What follows belongs to an exercise in optimizing a design on an open flow for small area; a production flow would make more cautious choices. RTL that was checked went through simulation tests only; none was proved equivalent to the original.

==> 06-04 <==
// pst_brain_core
module pst_brain_core (
  input  logic       clk,
  input  logic       rst,
  input  logic [7:0] cur0,
  input  logic [7:0] cur1,
  input  logic [7:0] cur2,
  input  logic [7:0] cur3,
  output logic [7:0] phase0,
  output logic [7:0] phase1,
  output logic [7:0] phase2,
  output logic [7:0] phase3,
  output logic [2:0] winner,
  output logic [7:0] winner_score,
  output logic [7:0] winner_rel,
  output logic [7:0] w_ab,
  output logic [7:0] w_ac,
  output logic [7:0] w_ad,
  output logic [7:0] w_bc,
  output logic [7:0] w_bd,
  output logic [7:0] w_cd,
  output logic [7:0] seq_slot_A,
  output logic [7:0] seq_slot_B,
  output logic       seq_force_valid,
  output logic [7:0] seq_force_pred,
  output logic [7:0] pred_out,
  output logic [7:0] pred_err,
  output logic       reward_out,
  output logic [2:0] gamma_cnt,
  output logic [2:0] theta_cnt,
  output logic       theta_tick,
  output logic       episode_last,
  output logic [2:0] ep_winner,
  output logic [3:0] ep_strength,
  output logic       ep_valid,
  output logic       exploit_mode,
  output logic       explore_mode,
  output logic [1:0] confidence_level,
  output logic       err_explore,
  ...
Settings: LEC_CHECK=0, CAP_MARGIN=0, CORE_MARGIN=2, CORE_UTILIZATION=70, GPL_TIMING_DRIVEN=0, SLEW_MARGIN=0; clock period 50.0 ns.
standard.sh (not shown) runs the stock make flow with config.mk's settings and CLKGATE_MAP_FILE= SYNTH_SCRIPT=/design/flow/synth_recipe.tcl, a recipe that flattens the netlist after the stock synthesis.
==> flow/flow/run.sh <==
#!/bin/bash
# Own layout flow: the standard ORFS layout, with an area-oriented synthesis (ripple
# adders left to ABC, no half/full-adder cell extraction, an area ABC script) and minimum-size
# port buffers. Each tool's output goes to its own log file in this folder.
set -euo pipefail
W=$(pwd)
# Synthesis script: the standard flow's own, with the ABC mapping script replaced by flow/area.abc.
{
  head -n 1 synth_recipe.tcl
  cat <<EOT
proc abc {args} {
  set i [lsearch -exact \$args -script]
  if { \$i >= 0 } { set args [lreplace \$args \$i [expr {\$i + 1}] -script $W/flow/area.abc] }
  yosys abc {*}\$args
}
EOT
  tail -n +2 synth_recipe.tcl
} > my_synth.tcl
bash standard.sh synth SYNTH_SCRIPT=$W/my_synth.tcl ADDER_MAP_FILE= SYNTH_OPERATIONS_ARGS=-noshare \
  > synth.log 2>&1
bash standard.sh finish SYNTH_SCRIPT=$W/my_synth.tcl ADDER_MAP_FILE= SYNTH_OPERATIONS_ARGS=-noshare \
  "BUFFER_PORTS_ARGS=-buffer_cell sky130_fd_sc_hd__buf_1" \
  "CTS_ARGS=-sink_clustering_enable -repair_clock_nets -dont_use_dummy_load -buf_list sky130_fd_sc_hd__clkbuf_8 -sink_clustering_size 14 -sink_clustering_max_diameter 60" \
  > layout.log 2>&1
==> flow/flow/area.abc <==
strash; dc2; drw; drf; dc2; strash; dch -f; amap; strash; dc2; drw; drf; dc2; strash; dch -f; amap
==> inputs of 04-13, as changes to 06-04 <==
--- a/flow/design.v
+++ b/flow/design.v
@@ -57,27 +57,25 @@
   logic [3:0] r_ep_strength;
   logic [7:0] w_cur [4];
   assign w_cur[0] = cur0;
   assign w_cur[1] = cur1;
   assign w_cur[2] = cur2;
   assign w_cur[3] = cur3;
   logic w_first, w_gamma_end, w_explore, w_ep_valid, w_topic_valid;
-  assign w_first       = (r_cnt == 8'h00);
-  assign w_gamma_end   = (r_cnt == 8'h80);
+  assign w_first       = (r_cnt == 8'd0);
+  assign w_gamma_end   = (r_cnt == 8'd255);
   assign w_ep_valid    = (r_ep_strength != 4'd0);
   assign w_topic_valid = (r_topic_strength != 3'd0);
   assign w_explore     = !r_conf[1] | r_err_explore;
   logic [8:0] w_sum [4];
   logic [3:0] w_spk_eff, w_fire;
   always_comb begin
     for (int c = 0; c < 4; c++) begin
       w_spk_eff[c] = !w_first && r_spk[c];
-      w_sum[c]     = {1'b0, (w_first ? 8'd0 : r_val[c])} +
-                     {1'b0, (w_gamma_end ? ~r_val[(c + 1) % 4] : (w_spk_eff[c] ? 8'd1 : w_cur[c]))} +
-                     {8'd0, w_gamma_end};
+      w_sum[c]     = {1'b0, (w_first ? 8'd0 : r_val[c])} + {1'b0, (w_spk_eff[c] ? 8'd1 : w_cur[c])};
       w_fire[c]    = !w_spk_eff[c] && (w_sum[c] >= 9'd200);
     end
   end
   always_ff @(posedge clk) begin
     for (int c = 0; c < 4; c++) begin
       r_spk[c] <= w_spk_eff[c] | w_fire[c];
       r_val[c] <= w_fire[c] ? 8'd1 : w_sum[c][7:0];
@@ -97,29 +95,21 @@
       default: pair_b = 2'd3;
     endcase
   endfunction
   logic [7:0] w_rel [6];
   logic [7:0] w_score [6];
   logic [7:0] v_a, v_b, v_diff;
   logic       v_valid;
-  logic [8:0] v_t;
   always_comb begin
-    v_a = '0; v_b = '0; v_diff = '0; v_t = '0; v_valid = 1'b0;
+    v_a = '0; v_b = '0; v_diff = '0; v_valid = 1'b0;
     for (int p = 0; p < 6; p++) begin
       v_a      = r_val[pair_a(p)];
       v_b      = r_val[pair_b(p)];
       v_valid  = r_spk[pair_a(p)] && r_spk[pair_b(p)];
-      case (p)
-        0:       v_t = w_sum[0];
-        3:       v_t = w_sum[1];
-        5:       v_t = w_sum[2];
-        2:       v_t = w_sum[3];
-        default: v_t = {1'b0, v_a} + {1'b0, ~v_b} + 9'd1;
-      endcase
-      v_diff   = v_t[8] ? v_t[7:0] : (8'd0 - v_t[7:0]);
+      v_diff   = (v_a > v_b) ? (v_a - v_b) : (v_b - v_a);
       w_rel[p] = v_valid ? ~v_diff : 8'd0;
       w_score[p] = {1'b0, w_rel[p][7:1]} + {3'd0, r_wh[p][6:2]} +
                    {5'd0, !w_explore && w_ep_valid && r_ep_winner == 3'(p),
                           !w_explore && w_topic_valid && r_topic_winner == 3'(p), 1'b0};
     end
   end
   logic [2:0] w_winner;
@@ -223,15 +213,15 @@
       r_slot_a <= 8'd0; r_slot_b <= 8'd213;
       r_pred <= '0; r_pred_err <= '0;
       r_reward <= 1'b0; r_rw1 <= 1'b0; r_rw2 <= 1'b0;
       r_hi1 <= 1'b0; r_hi2 <= 1'b0; r_err_explore <= 1'b0;
       r_gamma_cnt <= '0; r_theta_cnt <= '0; r_conf <= 2'd2;
       r_ep_winner <= '0; r_ep_strength <= '0; r_topic_winner <= '0; r_topic_strength <= '0;
     end else begin
-      r_cnt <= {r_cnt[6:0], r_cnt[7] ^ r_cnt[5] ^ r_cnt[4] ^ r_cnt[3] ^ (r_cnt[6:0] == 7'd0)};
+      r_cnt <= r_cnt + 8'd1;
       if (w_gamma_end) begin
         for (int c = 0; c < 4; c++) r_phase[c] <= r_spk[c] ? ~r_val[c] : 8'd255;
         for (int p = 0; p < 6; p++) r_wh[p] <= r_wh[p] ^ w_wh_tog[p];
         r_winner    <= w_winner;
         r_win_score <= w_best;
         r_win_rel   <= w_best_rel;
         r_slot_a    <= w_score[0];
--- a/flow/flow/run.sh
+++ b/flow/flow/run.sh
@@ -16,9 +16,9 @@
 EOT
   tail -n +2 synth_recipe.tcl
 } > my_synth.tcl
 bash standard.sh synth SYNTH_SCRIPT=$W/my_synth.tcl ADDER_MAP_FILE= SYNTH_OPERATIONS_ARGS=-noshare \
   > synth.log 2>&1
 bash standard.sh finish SYNTH_SCRIPT=$W/my_synth.tcl ADDER_MAP_FILE= SYNTH_OPERATIONS_ARGS=-noshare \
   "BUFFER_PORTS_ARGS=-buffer_cell sky130_fd_sc_hd__buf_1" \
-  "CTS_ARGS=-sink_clustering_enable -repair_clock_nets -dont_use_dummy_load -buf_list sky130_fd_sc_hd__clkbuf_8 -sink_clustering_size 14 -sink_clustering_max_diameter 60" \
+  "CTS_ARGS=-sink_clustering_enable -repair_clock_nets -dont_use_dummy_load -buf_list sky130_fd_sc_hd__clkbuf_8 -sink_clustering_size 18 -sink_clustering_max_diameter 50" \
   > layout.log 2>&1
Settings changed: CAP_MARGIN 0 to 20, CORE_UTILIZATION 70 to 60, GPL_TIMING_DRIVEN 0 to not set, SLEW_MARGIN 0 to 20.
==> inputs of 10-14, as changes to 06-04 <==
--- a/flow/flow/run.sh
+++ b/flow/flow/run.sh
@@ -16,9 +16,9 @@
 EOT
   tail -n +2 synth_recipe.tcl
 } > my_synth.tcl
 bash standard.sh synth SYNTH_SCRIPT=$W/my_synth.tcl ADDER_MAP_FILE= SYNTH_OPERATIONS_ARGS=-noshare \
   > synth.log 2>&1
 bash standard.sh finish SYNTH_SCRIPT=$W/my_synth.tcl ADDER_MAP_FILE= SYNTH_OPERATIONS_ARGS=-noshare \
   "BUFFER_PORTS_ARGS=-buffer_cell sky130_fd_sc_hd__buf_1" \
-  "CTS_ARGS=-sink_clustering_enable -repair_clock_nets -dont_use_dummy_load -buf_list sky130_fd_sc_hd__clkbuf_8 -sink_clustering_size 14 -sink_clustering_max_diameter 60" \
+  "CTS_ARGS=-sink_clustering_enable -repair_clock_nets -dont_use_dummy_load -buf_list sky130_fd_sc_hd__clkbuf_8 -sink_clustering_size 16 -sink_clustering_max_diameter 45" \
   > layout.log 2>&1
==> flow/flow/area.abc (replaced) <==
strash; dc2; drw; drf; dc2; strash; &get -n; &deepsyn -T 120; &put; dch -f; amap; mfs -a; strash; dch -f; amap
==> summary of the runs <==
10-14 finished clean. 06-04 passed the timing, DRC and antenna checks. 04-13 completed without violations.
Of 06-04 and 04-13, 04-13 has the higher via count (gap 5.5%, measured against 04-13).
Utilization: 10-14 is higher than 04-13 (12 points).
Between 06-04 and 04-13, the lower cell count is in 06-04 (gap about 5.6%, measured against 04-13).
Maximum frequency: 10-14 < 06-04 < 04-13.
In 04-13 the register-to-register slack is better than in 10-14, by 4.5 ns.
Hold slack: 04-13 > 06-04 > 10-14.
Between 10-14 and 04-13, the lower synthesized cell count is in 10-14 (gap 7.6%, measured against 04-13).
Between 06-04 and 04-13, the lower synthesized area is in 06-04 (gap 4.2%, measured against 04-13).
Function not checked in 04-13: the RTL went through the layout flow alone.

==> inputs of exp/tundra <==
pst_brain_core again, from the RTL that the note above started with.
export LEC_CHECK = 0
export CAP_MARGIN = 10
export CORE_MARGIN = 2
export CORE_UTILIZATION = 70
export GPL_TIMING_DRIVEN = 0
export SLEW_MARGIN = 10
create_clock -name core_clock -period 50.0 [get_ports {clk}]
==> flow/flow/run.sh <==
#!/bin/bash
# Own layout flow: the standard ORFS layout with an area-oriented synthesis and a lighter
# clock tree and port buffering.
#  - synthesis: the standard flow's own script, but the combinational mapping (ABC) is run with each of the
#    area scripts flow/abc*.script and the smallest result is kept; no Kogge-Stone carry
#    lookahead and no half/full-adder cell extraction (ABC maps the adders);
#  - port buffers are buf_1;
#  - clock tree: clkbuf_8 only, small sink clusters, no dummy loads.
# Each tool's output goes to its own log file in this folder.
set -euo pipefail
W=$(pwd)
{
  head -n 1 synth_recipe.tcl
  cat <<EOT
proc abc {args} {
  set lib ""
  set i [lsearch -exact \$args -liberty]
  if { \$i >= 0 } { set lib [lindex \$args [expr {\$i + 1}]] }
  set s [lsearch -exact \$args -script]
  design -save abc_in
  set best 1e18
  foreach scr [lsort [glob $W/flow/abc*.script]] {
    design -load abc_in
    yosys abc {*}[lreplace \$args \$s [expr {\$s + 1}] -script \$scr]
    set rep [tee -q -s result.string stat -liberty \$lib]
    regexp {Chip area for module[^:]*: ([0-9.]+)} \$rep -> area
    puts "ABC script \$scr: area \$area"
    if { \$area < \$best } { set best \$area; design -save abc_best }
  }
  design -load abc_best
  puts "ABC kept area \$best"
}
EOT
  tail -n +2 synth_recipe.tcl
} > my_synth.tcl
ARGS=(SYNTH_SCRIPT=$W/my_synth.tcl ADDER_MAP_FILE= SYNTH_OPERATIONS_ARGS=-noshare)
bash standard.sh synth "${ARGS[@]}" > synth.log 2>&1
bash standard.sh finish "${ARGS[@]}" \
  "BUFFER_PORTS_ARGS=-buffer_cell sky130_fd_sc_hd__buf_1" \
  "CTS_ARGS=-sink_clustering_enable -repair_clock_nets -dont_use_dummy_load -buf_list sky130_fd_sc_hd__clkbuf_8 -sink_clustering_size 14 -sink_clustering_max_diameter 60" \
  > layout.log 2>&1
==> flow/flow/abc6.script <==
strash; dc2; drw; drf; dc2; strash; &get -n; &deepsyn -T 60 -S 4; &put; dch -f; amap; mfs -a; strash; dch -f; amap
==> flow/flow/abc7.script <==
strash; dc2; drw; drf; dc2; strash; &get -n; &deepsyn -T 60 -S 5; &put; dch -f; amap; mfs -a; strash; dch -f; amap
==> flow/flow/abc8.script <==
strash; dc2; drw; drf; dc2; strash; &get -n; &deepsyn -T 60 -S 6; &put; dch -f; amap; mfs -a; strash; dch -f; amap
Other scripts of this flow, unchanged in this note and not shown: flow/flow/abc1.script, flow/flow/abc2.script, flow/flow/abc3.script, flow/flow/abc4.script, flow/flow/abc5.script
==> exp/maple: changes against exp/tundra <==
CAP_MARGIN = 0   (was 10)
SLEW_MARGIN = 0   (was 10)
removed: flow/flow/abc6.script
removed: flow/flow/abc7.script
removed: flow/flow/abc8.script
==> impl_metrics.toml <==
[setup_path]
arrival_ps = 38130
cp_max_fo = 8

[layout]
multi_input_cells = 1618
antenna-diode-count = 0

[timing]
tightest_slew_ps = 1103

[run_status]
outcome = "complete, no violations"

[grt]
track_usage = 0.4390

[worst_hold_path]
min_to = "r_cnt[7]$_DFF_PP0_"

[detailed_routing]
dr.pass1.iters = 10
wl_met1_um = 18800
[end of results for exp/maple]
==> impl_metrics.toml <==
[detailed_routing]
wl_met1_um = 18040
dr.pass1.iters = 7

[run_status]
outcome = "complete, no violations"

[timing]
tightest_slew_ps = 1107
clock.fmax_mhz = 30.17

[layout]
antenna-diode-count = 2
multi_input_cells = 1624
signal_buffers = 207

[grt]
track_usage = 0.4312

[clocking]
clockBufferDepth = 3

[setup_path]
arrival_ps = 33600
cp_max_fo = 10

[worst_hold_path]
min_to = "r_cnt[2]$_DFF_PP0_"
[end of results for exp/tundra]

==> inputs of build 48 <==
==> flow/design.v <==
module pst_brain_core (
  input  logic       clk,
  input  logic       rst,
  input  logic [7:0] cur0,
  input  logic [7:0] cur1,
  input  logic [7:0] cur2,
  input  logic [7:0] cur3,
  output logic [7:0] phase0,
  output logic [7:0] phase1,
  output logic [7:0] phase2,
  output logic [7:0] phase3,
  output logic [2:0] winner,
  output logic [7:0] winner_score,
  output logic [7:0] winner_rel,
  output logic [7:0] w_ab,
  output logic [7:0] w_ac,
  output logic [7:0] w_ad,
  output logic [7:0] w_bc,
  output logic [7:0] w_bd,
  output logic [7:0] w_cd,
  output logic [7:0] seq_slot_A,
  output logic [7:0] seq_slot_B,
  output logic       seq_force_valid,
  output logic [7:0] seq_force_pred,
  output logic [7:0] pred_out,
  output logic [7:0] pred_err,
  output logic       reward_out,
  output logic [2:0] gamma_cnt,
  output logic [2:0] theta_cnt,
  output logic       theta_tick,
  output logic       episode_last,
  output logic [2:0] ep_winner,
  output logic [3:0] ep_strength,
  output logic       ep_valid,
  output logic       exploit_mode,
  output logic       explore_mode,
  output logic [1:0] confidence_level,
  output logic       err_explore,
  output logic       delta_tick,
  output logic [2:0] topic_winner,
  output logic [2:0] topic_strength,
  output logic       topic_valid
);
  logic [7:0] r_cnt;
  logic [7:0] r_val [4];
  logic [3:0] r_spk;
  logic [7:0] r_phase [4];
  logic [6:0] r_wh [6];           
  logic [2:0] r_winner;
  logic [7:0] r_win_score, r_win_rel, r_slot_a, r_slot_b, r_pred, r_pred_err;
  logic       r_reward, r_rw1, r_rw2, r_hi1, r_hi2, r_err_explore;
  logic [1:0] r_conf;
  logic [2:0] r_gamma_cnt, r_theta_cnt;
  logic [2:0] r_win_cnt [6];
  logic [2:0] r_eph [3];           
  logic [2:0] r_ep_winner, r_topic_winner, r_topic_strength;
  logic [3:0] r_ep_strength;
  logic [7:0] w_cur [4];
  assign w_cur[0] = cur0;
  assign w_cur[1] = cur1;
  assign w_cur[2] = cur2;
  assign w_cur[3] = cur3;
  logic w_first, w_gamma_end, w_explore, w_ep_valid, w_topic_valid;
  assign w_first       = (r_cnt == 8'd0);
  assign w_gamma_end   = (r_cnt == 8'd255);
  assign w_ep_valid    = (r_ep_strength != 4'd0);
  assign w_topic_valid = (r_topic_strength != 3'd0);
  assign w_explore     = !r_conf[1] | r_err_explore;
  logic [8:0] w_sum [4];
  logic [3:0] w_spk_eff, w_fire;
  always_comb begin
    for (int c = 0; c < 4; c++) begin
      w_spk_eff[c] = !w_first && r_spk[c];
      w_sum[c]     = {1'b0, (w_first ? 8'd0 : r_val[c])} +
                     {1'b0, (w_gamma_end ? ~r_val[(c + 1) % 4] : (w_spk_eff[c] ? 8'd1 : w_cur[c]))} +
                     {8'd0, w_gamma_end};
      w_fire[c]    = !w_spk_eff[c] && (w_sum[c] >= 9'd200);
    end
  end
  always_ff @(posedge clk) begin
    for (int c = 0; c < 4; c++) begin
      r_spk[c] <= w_spk_eff[c] | w_fire[c];
      r_val[c] <= w_fire[c] ? 8'd1 : w_sum[c][7:0];
    end
  end
  function automatic logic [1:0] pair_a(input int p);
    case (p)
      0, 1, 2: pair_a = 2'd0;
      3, 4:    pair_a = 2'd1;
      default: pair_a = 2'd2;
    endcase
  endfunction
  function automatic logic [1:0] pair_b(input int p);
    case (p)
      0:       pair_b = 2'd1;
      1, 3:    pair_b = 2'd2;
      default: pair_b = 2'd3;
    endcase
  endfunction
  logic [7:0] w_rel [6];
  logic [7:0] w_score [6];
  logic [7:0] v_a, v_b, v_diff;
  logic       v_valid;
  logic [8:0] v_t;
  always_comb begin
    v_a = '0; v_b = '0; v_diff = '0; v_t = '0; v_valid = 1'b0;
    for (int p = 0; p < 6; p++) begin
      v_a      = r_val[pair_a(p)];
      v_b      = r_val[pair_b(p)];
      v_valid  = r_spk[pair_a(p)] && r_spk[pair_b(p)];
      case (p)
        0:       v_t = w_sum[0];
        3:       v_t = w_sum[1];
        5:       v_t = w_sum[2];
        2:       v_t = w_sum[3];
        default: v_t = {1'b0, v_a} + {1'b0, ~v_b} + 9'd1;
      endcase
      v_diff   = v_t[8] ? v_t[7:0] : (8'd0 - v_t[7:0]);
      w_rel[p] = v_valid ? ~v_diff : 8'd0;
      w_score[p] = {1'b0, w_rel[p][7:1]} + {3'd0, r_wh[p][6:2]} +
                   {5'd0, !w_explore && w_ep_valid && r_ep_winner == 3'(p),
                          !w_explore && w_topic_valid && r_topic_winner == 3'(p), 1'b0};
    end
  end
  logic [2:0] w_winner;
  logic [7:0] w_best, w_best_rel;
  logic       w_coh;
  assign w_coh = (w_best_rel >= 8'd235);
  logic [5:0] v_alive, w_win_oh;
  always_comb begin
    v_alive = 6'b111111;
    for (int k = 7; k >= 0; k--) begin
      w_best[k] = 1'b0;
      for (int p = 0; p < 6; p++) w_best[k] = w_best[k] | (v_alive[p] & w_score[p][k]);
      for (int p = 0; p < 6; p++) v_alive[p] = v_alive[p] & (w_score[p][k] | ~w_best[k]);
    end
    for (int p = 0; p < 6; p++) begin
      w_win_oh[p] = v_alive[p];
      for (int q = 0; q < p; q++) w_win_oh[p] = w_win_oh[p] & ~v_alive[q];
    end
    w_winner   = 3'd0;
    w_best_rel = 8'd0;
    for (int p = 0; p < 6; p++) begin
      if (w_win_oh[p]) w_winner = w_winner | 3'(p);
      w_best_rel = w_best_rel | (w_rel[p] & {8{w_win_oh[p]}});
    end
  end
  logic [7:0] w_err;
  logic       w_reward, w_hi_err;
  always_comb begin
    w_err    = (w_best > r_win_score) ? (w_best - r_win_score) : (r_win_score - w_best);
    w_reward = (w_err < 8'd5);
    w_hi_err = (w_err > 8'd5);
  end
  logic [6:0] w_wh_tog [6];
  logic       v_inc, v_dec;
  logic [6:0] v_ones, v_zero;
  always_comb begin
    v_inc = 1'b0; v_dec = 1'b0; v_ones = '0; v_zero = '0;
    for (int p = 0; p < 6; p++) begin
      v_inc = (w_winner == 3'(p)) && w_coh;
      v_dec = (w_winner != 3'(p)) && r_gamma_cnt[0];
      v_ones[0] = 1'b1;
      v_zero[0] = 1'b1;
      for (int i = 1; i < 7; i++) begin
        v_ones[i] = v_ones[i-1] && (i == 1 || r_wh[p][i-1]);
        v_zero[i] = v_zero[i-1] && !r_wh[p][i-1];
      end
      for (int i = 0; i < 7; i++)
        w_wh_tog[p][i] = (v_inc && i >= 1 && v_ones[i]) || (v_dec && v_zero[i] && (r_wh[p] != 7'd0));
      if (v_inc && r_wh[p] >= 7'd119) w_wh_tog[p] = r_wh[p] ^ 7'd120;
    end
  end
  logic [3:0] w_win_cnt_new [6];
  logic [2:0] w_ep_cnt_new  [6];
  logic [2:0] w_ep_win, w_topic_win, w_topic_str;
  logic [3:0] w_ep_str;
  logic [1:0] w_conf_new;
  logic [5:0] v_alw, v_ale;
  logic       v_oh;
  always_comb begin
    for (int p = 0; p < 6; p++)
      w_win_cnt_new[p] = {1'b0, r_win_cnt[p]} + ((w_winner == 3'(p)) ? 4'd1 : 4'd0);
    v_alw = 6'b111111;
    for (int k = 3; k >= 0; k--) begin
      w_ep_str[k] = 1'b0;
      for (int p = 0; p < 6; p++) w_ep_str[k] = w_ep_str[k] | (v_alw[p] & w_win_cnt_new[p][k]);
      for (int p = 0; p < 6; p++) v_alw[p] = v_alw[p] & (w_win_cnt_new[p][k] | ~w_ep_str[k]);
    end
    w_ep_win = 3'd0;
    for (int p = 0; p < 6; p++) begin
      v_oh = v_alw[p];
      for (int q = 0; q < p; q++) v_oh = v_oh & ~v_alw[q];
      if (v_oh) w_ep_win = w_ep_win | 3'(p);
    end
    for (int p = 0; p < 6; p++)
      w_ep_cnt_new[p] = 3'(w_ep_win == 3'(p)) + 3'(r_ep_winner == 3'(p)) + 3'(r_eph[0] == 3'(p)) +
                        3'(r_eph[1] == 3'(p)) + 3'(r_eph[2] == 3'(p));
    v_ale = 6'b111111;
    for (int k = 2; k >= 0; k--) begin
      w_topic_str[k] = 1'b0;
      for (int p = 0; p < 6; p++) w_topic_str[k] = w_topic_str[k] | (v_ale[p] & w_ep_cnt_new[p][k]);
      for (int p = 0; p < 6; p++) v_ale[p] = v_ale[p] & (w_ep_cnt_new[p][k] | ~w_topic_str[k]);
    end
    w_topic_win = 3'd0;
    for (int p = 0; p < 6; p++) begin
      v_oh = v_ale[p];
      for (int q = 0; q < p; q++) v_oh = v_oh & ~v_ale[q];
      if (v_oh) w_topic_win = w_topic_win | 3'(p);
    end
    w_conf_new = r_conf;
    if (w_ep_str >= 4'd7)      w_conf_new = (r_conf == 2'd3) ? 2'd3 : r_conf + 2'd1;
    else if (w_ep_str <= 4'd5) w_conf_new = (r_conf == 2'd0) ? 2'd0 : r_conf - 2'd1;
  end
  always_ff @(posedge clk or posedge rst) begin
    if (rst) begin
      r_cnt <= '0;
      for (int c = 0; c < 4; c++) r_phase[c] <= 8'd255;
      for (int p = 0; p < 6; p++) begin
        r_wh[p] <= 7'd64; r_win_cnt[p] <= '0;
      end
      r_winner <= '0; r_win_score <= '0; r_win_rel <= '0;
      r_slot_a <= 8'd0; r_slot_b <= 8'd213;
      r_pred <= '0; r_pred_err <= '0;
      r_reward <= 1'b0; r_rw1 <= 1'b0; r_rw2 <= 1'b0;
      r_hi1 <= 1'b0; r_hi2 <= 1'b0; r_err_explore <= 1'b0;
      r_gamma_cnt <= '0; r_theta_cnt <= '0; r_conf <= 2'd2;
      r_ep_winner <= '0; r_ep_strength <= '0; r_topic_winner <= '0; r_topic_strength <= '0;
    end else begin
      r_cnt <= r_cnt + 8'd1;
      if (w_gamma_end) begin
        for (int c = 0; c < 4; c++) r_phase[c] <= r_spk[c] ? ~r_val[c] : 8'd255;
        for (int p = 0; p < 6; p++) r_wh[p] <= r_wh[p] ^ w_wh_tog[p];
        r_winner    <= w_winner;
        r_win_score <= w_best;
        r_win_rel   <= w_best_rel;
        r_slot_a    <= w_score[0];
        r_slot_b    <= w_score[5];
        r_pred      <= r_win_score;
        r_pred_err  <= w_err;
        r_reward    <= w_reward;
        r_rw1       <= r_reward;
        r_rw2       <= r_rw1;
        r_hi1       <= w_hi_err;
        r_hi2       <= r_hi1;
        if (w_reward)                          r_err_explore <= 1'b0;
        else if (w_hi_err && r_hi1 && r_hi2)   r_err_explore <= 1'b1;
        r_gamma_cnt <= r_gamma_cnt + 3'd1;
        if (r_gamma_cnt == 3'd7) begin
          for (int p = 0; p < 6; p++) r_win_cnt[p] <= '0;
          r_ep_winner   <= w_ep_win;
          r_ep_strength <= w_ep_str;
          r_conf        <= w_conf_new;
          if (r_theta_cnt == 3'd4) begin
            r_theta_cnt <= '0;
            r_topic_winner   <= w_topic_win;
            r_topic_strength <= w_topic_str;
          end else begin
            r_theta_cnt <= r_theta_cnt + 3'd1;
          end
        end else begin
          for (int p = 0; p < 6; p++) r_win_cnt[p] <= w_win_cnt_new[p][2:0];
        end
      end
    end
  end
  always_ff @(posedge clk)
    if (w_gamma_end && r_gamma_cnt == 3'd7) begin
      r_eph[0] <= r_ep_winner;
      r_eph[1] <= r_eph[0];
      r_eph[2] <= r_eph[1];
    end
  logic w_tick, w_force_valid;
  assign w_tick        = w_first && (r_gamma_cnt == 3'd0);
  assign w_force_valid = r_rw1 && (r_reward || r_rw2);
  assign phase0 = r_phase[0];
  assign phase1 = r_phase[1];
  assign phase2 = r_phase[2];
  assign phase3 = r_phase[3];
  assign winner = r_winner;
  assign winner_score = r_win_score;
  assign winner_rel   = r_win_rel;
  assign w_ab = {r_wh[0], 1'b0};
  assign w_ac = {r_wh[1], 1'b0};
  assign w_ad = {r_wh[2], 1'b0};
  assign w_bc = {r_wh[3], 1'b0};
  assign w_bd = {r_wh[4], 1'b0};
  assign w_cd = {r_wh[5], 1'b0};
  assign seq_slot_A      = r_slot_a;
  assign seq_slot_B      = r_slot_b;
  assign seq_force_valid = w_force_valid;
  assign seq_force_pred  = w_force_valid ? r_pred : 8'd0;
  assign pred_out        = r_pred;
  assign pred_err        = r_pred_err;
  assign reward_out      = r_reward;
  assign gamma_cnt       = r_gamma_cnt;
  assign theta_cnt       = r_theta_cnt;
  assign theta_tick      = w_tick && w_ep_valid;
  assign episode_last    = (r_gamma_cnt == 3'd7);
  assign ep_winner       = r_ep_winner;
  assign ep_strength     = r_ep_strength;
  assign ep_valid        = w_ep_valid;
  assign exploit_mode    = (r_conf == 2'd3);
  assign explore_mode    = w_explore;
  assign confidence_level = r_conf;
  assign err_explore     = r_err_explore;
  assign delta_tick      = w_tick && (r_theta_cnt == 3'd0) && w_topic_valid;
  assign topic_winner    = r_topic_winner;
  assign topic_strength  = r_topic_strength;
  assign topic_valid     = w_topic_valid;
endmodule
==> flow/flow/run.sh <==
#!/bin/bash
# Own layout flow: the standard ORFS layout, with an area-oriented synthesis (ripple
# adders left to ABC, no half/full-adder cell extraction, an area ABC script) and minimum-size
# port buffers. Each tool's output goes to its own log file in this folder.
set -euo pipefail
W=$(pwd)
# Synthesis script: the standard flow's own, with the ABC mapping script replaced by flow/area.abc.
{
  head -n 1 synth_recipe.tcl
  cat <<EOT
proc abc {args} {
  set i [lsearch -exact \$args -script]
  if { \$i >= 0 } { set args [lreplace \$args \$i [expr {\$i + 1}] -script $W/flow/area.abc] }
  yosys abc {*}\$args
}
EOT
  tail -n +2 synth_recipe.tcl
} > my_synth.tcl
bash standard.sh synth SYNTH_SCRIPT=$W/my_synth.tcl ADDER_MAP_FILE= SYNTH_OPERATIONS_ARGS=-noshare \
  > synth.log 2>&1
bash standard.sh finish SYNTH_SCRIPT=$W/my_synth.tcl ADDER_MAP_FILE= SYNTH_OPERATIONS_ARGS=-noshare \
  "BUFFER_PORTS_ARGS=-buffer_cell sky130_fd_sc_hd__buf_1" \
  "CTS_ARGS=-sink_clustering_enable -repair_clock_nets -dont_use_dummy_load -buf_list {sky130_fd_sc_hd__clkbuf_8 sky130_fd_sc_hd__clkbuf_16} -sink_clustering_size 30 -sink_clustering_max_diameter 60" \
  > layout.log 2>&1
==> flow/flow/area.abc <==
strash; dc2; drw; drf; dc2; strash; dch -f; amap; strash; dc2; drw; drf; dc2; strash; dch -f; amap
==> flow/standard.sh <==
#!/bin/bash
# synth_recipe.tcl (not shown) runs the flow's synth.tcl, then flattens the netlist and writes it again
# the make line also repeats each setting of config.mk as NAME=value (left out here)
make -C /OpenROAD-flow-scripts/flow DESIGN_CONFIG=/design/flow/config.mk WORK_HOME=/design/flow/orfs CLKGATE_MAP_FILE= SYNTH_SCRIPT=/design/flow/synth_recipe.tcl "${@:-finish}"
==> flow/config.mk <==
export PLATFORM = sky130hd
export DESIGN_NAME = pst_brain_core
export DESIGN_NICKNAME = pst_brain_core
export VERILOG_FILES = /design/flow/design.v
export SDC_FILE = /design/flow/constraint.sdc
export NUM_CORES = 4
export LEC_CHECK = 0
export CAP_MARGIN = 20
export CORE_MARGIN = 2
export CORE_UTILIZATION = 70
export SLEW_MARGIN = 20
==> flow/constraint.sdc <==
create_clock -name core_clock -period 50.0 [get_ports {clk}]
set_input_delay 10.0000 -clock core_clock [delete_from_list [all_inputs] [get_ports {clk}]]
set_output_delay 10.0000 -clock core_clock [all_outputs]
set_load 0.01 [all_outputs]
==> trial 95: changes against build 48 <==
--- a/flow/design.v
+++ b/flow/design.v
@@ -61,8 +61,8 @@
   assign w_cur[2] = cur2;
   assign w_cur[3] = cur3;
   logic w_first, w_gamma_end, w_explore, w_ep_valid, w_topic_valid;
-  assign w_first       = (r_cnt == 8'd0);
-  assign w_gamma_end   = (r_cnt == 8'd255);
+  assign w_first       = (r_cnt == 8'h00);
+  assign w_gamma_end   = (r_cnt == 8'h80);
   assign w_ep_valid    = (r_ep_strength != 4'd0);
   assign w_topic_valid = (r_topic_strength != 3'd0);
   assign w_explore     = !r_conf[1] | r_err_explore;
@@ -227,7 +227,7 @@
       r_gamma_cnt <= '0; r_theta_cnt <= '0; r_conf <= 2'd2;
       r_ep_winner <= '0; r_ep_strength <= '0; r_topic_winner <= '0; r_topic_strength <= '0;
     end else begin
-      r_cnt <= r_cnt + 8'd1;
+      r_cnt <= {r_cnt[6:0], r_cnt[7] ^ r_cnt[5] ^ r_cnt[4] ^ r_cnt[3] ^ (r_cnt[6:0] == 7'd0)};
       if (w_gamma_end) begin
         for (int c = 0; c < 4; c++) r_phase[c] <= r_spk[c] ? ~r_val[c] : 8'd255;
         for (int p = 0; p < 6; p++) r_wh[p] <= r_wh[p] ^ w_wh_tog[p];
--- a/flow/flow/run.sh
+++ b/flow/flow/run.sh
@@ -20,5 +20,5 @@
   > synth.log 2>&1
 bash standard.sh finish SYNTH_SCRIPT=$W/my_synth.tcl ADDER_MAP_FILE= SYNTH_OPERATIONS_ARGS=-noshare \
   "BUFFER_PORTS_ARGS=-buffer_cell sky130_fd_sc_hd__buf_1" \
-  "CTS_ARGS=-sink_clustering_enable -repair_clock_nets -dont_use_dummy_load -buf_list {sky130_fd_sc_hd__clkbuf_8 sky130_fd_sc_hd__clkbuf_16} -sink_clustering_size 30 -sink_clustering_max_diameter 60" \
+  "CTS_ARGS=-sink_clustering_enable -repair_clock_nets -dont_use_dummy_load -buf_list sky130_fd_sc_hd__clkbuf_8 -sink_clustering_size 16 -sink_clustering_max_diameter 45" \
   > layout.log 2>&1
CAP_MARGIN = 0   (was 20)
CORE_UTILIZATION = 80   (was 70)
GPL_TIMING_DRIVEN = 0   (was not set)
SLEW_MARGIN = 0   (was 20)
==> build 36: changes against build 48 <==
--- a/flow/flow/run.sh
+++ b/flow/flow/run.sh
@@ -20,5 +20,5 @@
   > synth.log 2>&1
 bash standard.sh finish SYNTH_SCRIPT=$W/my_synth.tcl ADDER_MAP_FILE= SYNTH_OPERATIONS_ARGS=-noshare \
   "BUFFER_PORTS_ARGS=-buffer_cell sky130_fd_sc_hd__buf_1" \
-  "CTS_ARGS=-sink_clustering_enable -repair_clock_nets -dont_use_dummy_load -buf_list {sky130_fd_sc_hd__clkbuf_8 sky130_fd_sc_hd__clkbuf_16} -sink_clustering_size 30 -sink_clustering_max_diameter 60" \
+  "CTS_ARGS=-sink_clustering_enable -repair_clock_nets -dont_use_dummy_load -buf_list sky130_fd_sc_hd__clkbuf_8 -sink_clustering_size 18 -sink_clustering_max_diameter 50" \
   > layout.log 2>&1
==> flow/flow/area.abc (replaced) <==
strash; dc2; drw; drf; dc2; strash; &get -n; &deepsyn -T 120; &put; dch -f; amap; mfs -a; strash; dch -f; amap
CORE_UTILIZATION = 60   (was 70)
==> comparison table <==
item	trial 95	build 48	build 36
Run status	aborted with a tool error	timing/DRC/antenna clean	timing/DRC/antenna clean
Failing step	global placement (3_3_place_gp)	-	-
Reg2reg start	-	r_cnt[0]	r_cnt[7]
Global-route wire length before repair	-	79,400 um	82,300 um
Gate count after technology mapping	2,135	2,138	2,123
Setup TNS	-	0 ps	0 ps
Cell area after placement	-	0.0161 sq mm	0.0160 sq mm
Netlist area before placement	0.0149 sq mm	0.0149 sq mm	0.0148 sq mm
Clock insertion delay at the later pin of the skew report	-	520 ps	610 ps
Endpoint of the worst setup timing path	-	r_topic_winner[0]	r_topic_winner[0]
Post-synthesis share of cell area spent on xor and xnor gates	0.0589%	0%	0.0593%
Worst-path cell with the longest stage delay	-	sky130_fd_sc_hd__nor4_1	sky130_fd_sc_hd__o21ai_0
Post-route ant nets	-	0	0
Final std cell area, no fill	-	0.0165 sq mm	0.0164 sq mm
Count of fill cells added during filler insertion	-	1,534	2,146
Critical Path Sink Type	-	register	register

separate check: timing with driven ports:
Ports are ideal in the flow. The routed layouts listed here were re-timed in OpenROAD.
Step 1 (the two cells are an assumption about what drives the block):
set clk [get_ports {clk}]
set_driving_cell -lib_cell sky130_fd_sc_hd__clkbuf_16 $clk
set_driving_cell -lib_cell sky130_fd_sc_hd__buf_2 [delete_from_list [all_inputs] $clk]
Step 2, shift: input delay + t, output delay - t, t = (earliest + latest rising clock arrival at the registers) / 2. This alone moves slack from input paths to output paths.
Slacks: no drivers / after step 1 / after step 2; pairs: no drivers / after step 1.
run | t, ns | setup WS [ns] | slew at the worst register clock pin (ns) | worst slew at a driven data input, ns
06-04 | 0.587 | 17.179 / 17.202 / 16.615 | 0.10 / 0.10 | 0.04
04-13 | 0.629 | 26.211 / 26.211 / 26.211 | 0.11 / 0.11 | 0.04
10-14 | 0.620 | 15.191 / 15.212 / 14.592 | 0.11 / 0.11 | 0.05
exp/tundra | 0.584 | 16.857 / 16.878 / 16.294 | 0.10 / 0.10 | 0.04
exp/maple | 0.599 | 12.292 / 12.316 / 11.716 | 0.11 / 0.11 | 0.04
build 48 | 0.544 | 18.066 / 18.087 / 17.543 | 0.09 / 0.09 | 0.05
build 36 | 0.626 | 16.735 / 16.760 / 16.134 | 0.09 / 0.09 | 0.04
After both steps every run listed still meets setup and hold. The setup slack of build 36, which loses most, moves by +0.025 ns with the drivers and by -0.601 ns with both steps.
